Source: an optimization exercise on an open RTL-to-GDS flow (aim: small area and a short achievable clock period). Production flows keep margins and buffers that such runs may drop.
The RTL was checked by simulation tests, not by an equivalence proof against the original design.
No activity file was given, so power comes from the tool's default toggle rates.

// uyvy_to_rgb_pair_converter
module uyvy_to_rgb_pair_converter (
    input  logic        i_clk,
    input  logic        i_rst_n,
    input  logic        start,
    output logic        busy,
    input  logic [7:0]  i_cb_sample,
    input  logic [7:0]  i_luma_first,
    input  logic [7:0]  i_cr_sample,
    input  logic [7:0]  i_luma_second,
    output logic        o_valid,
    output logic [15:0] o_red_first,
    output logic [15:0] o_green_first,
    output logic [15:0] o_blue_first,
    output logic [15:0] o_red_second,
    output logic [15:0] o_green_second,
    output logic [15:0] o_blue_second
);
export LEC_CHECK = 0
export CAP_MARGIN = 0
export CORE_MARGIN = 2
export CORE_UTILIZATION = 55
export SETUP_SLACK_MARGIN = 1.5
export SLEW_MARGIN = 0
create_clock -name core_clock -period 5.5 [get_ports {i_clk}]
standard.sh (not shown) runs the stock make flow with config.mk's settings and CLKGATE_MAP_FILE= SYNTH_SCRIPT=/design/flow/synth_recipe.tcl, a recipe that flattens the netlist after the stock synthesis.
==> flow/flow/run.sh <==
#!/bin/bash
# Own layout flow: the standard ORFS flow (standard.sh), with the input
# and output port buffers made from a plain buffer cell instead of the
# resizer's default choice. Everything else is the standard flow.
# The full make output goes to flow_make.log in the work folder; ORFS keeps
# each step's own log under orfs/logs/.
set -euo pipefail
export BUFFER_PORTS_ARGS="-buffer_cell sky130_fd_sc_hd__buf_1"
bash standard.sh finish > flow_make.log 2>&1
The starting point went through all stages and came out clean.
==> next run, changes <==
--- a/flow/config.mk
+++ b/flow/config.mk
@@ -8 +8,2 @@
-export CAP_MARGIN = 0
+export ABC_AREA = 1
+export CAP_MARGIN = 20
@@ -12 +13 @@
-export SLEW_MARGIN = 0
+export SLEW_MARGIN = 20
Result: Register-to-register slack improves by 40 ps; first-iteration DRC count came out higher by 64%; clock-buffer cell count is unchanged; power came out higher by 3.3%; global-route usage came out higher by 2.6 points; die area came out higher by 5.9%.
==> next run, changes <==
--- a/flow/config.mk
+++ b/flow/config.mk
@@ -8 +7,0 @@
-export ABC_AREA = 1
@@ -11,0 +11 @@
+export CTS_BUF_LIST = sky130_fd_sc_hd__clkbuf_8
=>
- The new run ran to the end with no violations
- synthesized cell count fell by 21%
- clock skew stays flat
- power falls by 6.3%
- final area decreases by 3.4%
- core utilization climbs by 1.1 points
- global-route usage went down by 2.8 points

Starting RTL as in the previous note.
Design uyvy_to_rgb_pair_converter, start of the top module:
module uyvy_to_rgb_pair_converter (
    input  logic        i_clk,
    input  logic        i_rst_n,
    input  logic        start,
    output logic        busy,
    input  logic [7:0]  i_cb_sample,
    input  logic [7:0]  i_luma_first,
    input  logic [7:0]  i_cr_sample,
    input  logic [7:0]  i_luma_second,
    output logic        o_valid,
    output logic [15:0] o_red_first,
    output logic [15:0] o_green_first,
    output logic [15:0] o_blue_first,
    output logic [15:0] o_red_second,
    output logic [15:0] o_green_second,
    output logic [15:0] o_blue_second
);
clock: 5.5 ns
lec_check: 0
cap_margin: 20
core_margin: 2
core_utilization: 55
setup_slack_margin: 1.65
slew_margin: 20
Scripts as last shown in full above: flow/flow/run.sh
Rerun with:
--- a/flow/config.mk
+++ b/flow/config.mk
@@ -7,2 +7,3 @@
 export LEC_CHECK = 0
+export ABC_AREA = 1
 export CAP_MARGIN = 20
@@ -10,3 +11,3 @@
 export CORE_UTILIZATION = 55
-export SETUP_SLACK_MARGIN = 1.65
+export SETUP_SLACK_MARGIN = 2.0
 export SLEW_MARGIN = 20
What happened: The new run ran to the end with no violations. Core utilization climbs by 4.7 points. Sequential power barely changes. Fmax climbs by 5.8%. Count of clock-buffer cells in the layout is lower by 1. Worst setup slack gets better by 0.21 ns. Power rose by 16%.
Rerun with:
--- a/flow/config.mk
+++ b/flow/config.mk
@@ -7,3 +7,2 @@
 export LEC_CHECK = 0
-export ABC_AREA = 1
 export CAP_MARGIN = 20
@@ -11,3 +10,3 @@
 export CORE_UTILIZATION = 55
-export SETUP_SLACK_MARGIN = 2.0
+export SETUP_SLACK_MARGIN = 1.5
 export SLEW_MARGIN = 20
Fmax drops by 6.7%.
Global-route usage drops by 4.1 points.
Die area drops by 5.6%.
Area after synthesis drops by 5.8%.
Power drops by 18%.
Rerun with:
--- a/flow/config.mk
+++ b/flow/config.mk
@@ -9,4 +9,3 @@
 export CORE_MARGIN = 2
-export CORE_UTILIZATION = 55
-export SETUP_SLACK_MARGIN = 1.5
+export CORE_UTILIZATION = 40
 export SLEW_MARGIN = 20
Count of clock-buffer cells in the layout stays the same.
Total power came out lower by 2.3%.
Area after synthesis does not change.
Non-clock buffer count drops by 30.
Hold slack stays flat.
Final cell count grows by 4.1%.
Routed wire length came out higher by 3.0%.
Core utilization came out lower by 19 points.
First-iteration DRC count grows by 31%.
Final area decreases by 3.3%.

[separate check: timing with driven ports]
Ports are ideal in the flow. The routed layouts listed here were re-timed in OpenROAD. Step 1: set_driving_cell puts a clkbuf_16 on i_clk and a buf_2 on each other input, an assumption about the parent block. Step 2 moves the port delays by t, midway between the first and last clock arrival at a register: inputs arrive t later, outputs are due t later. That takes back most of the time a late clock gives input paths. Three values: ideal, step 1, step 2; two values: the first two.
| run | t (ns) | setup slack, ns | worst slew at a driven data input, ns |
|---|---|---|---|
| the first run of note 1 | 0.405 | 1.652 / 1.640 / 1.652 | 0.06 |
| the second run of note 1 | 0.405 | 1.694 / 1.674 / 1.694 | 0.06 |
| the third run of note 1 | 0.441 | 1.688 / 1.674 / 1.688 | 0.06 |
| the first run of note 2 | 0.398 | 1.703 / 1.703 / 1.703 | 0.06 |
| the second run of note 2 | 0.408 | 1.911 / 1.911 / 1.911 | 0.06 |
| the third run of note 2 | 0.405 | 1.652 / 1.640 / 1.652 | 0.06 |
| the fourth run of note 2 | 0.406 | 0.680 / 0.680 / 0.680 | 0.04 |
After both steps setup and hold are still met in every run listed.
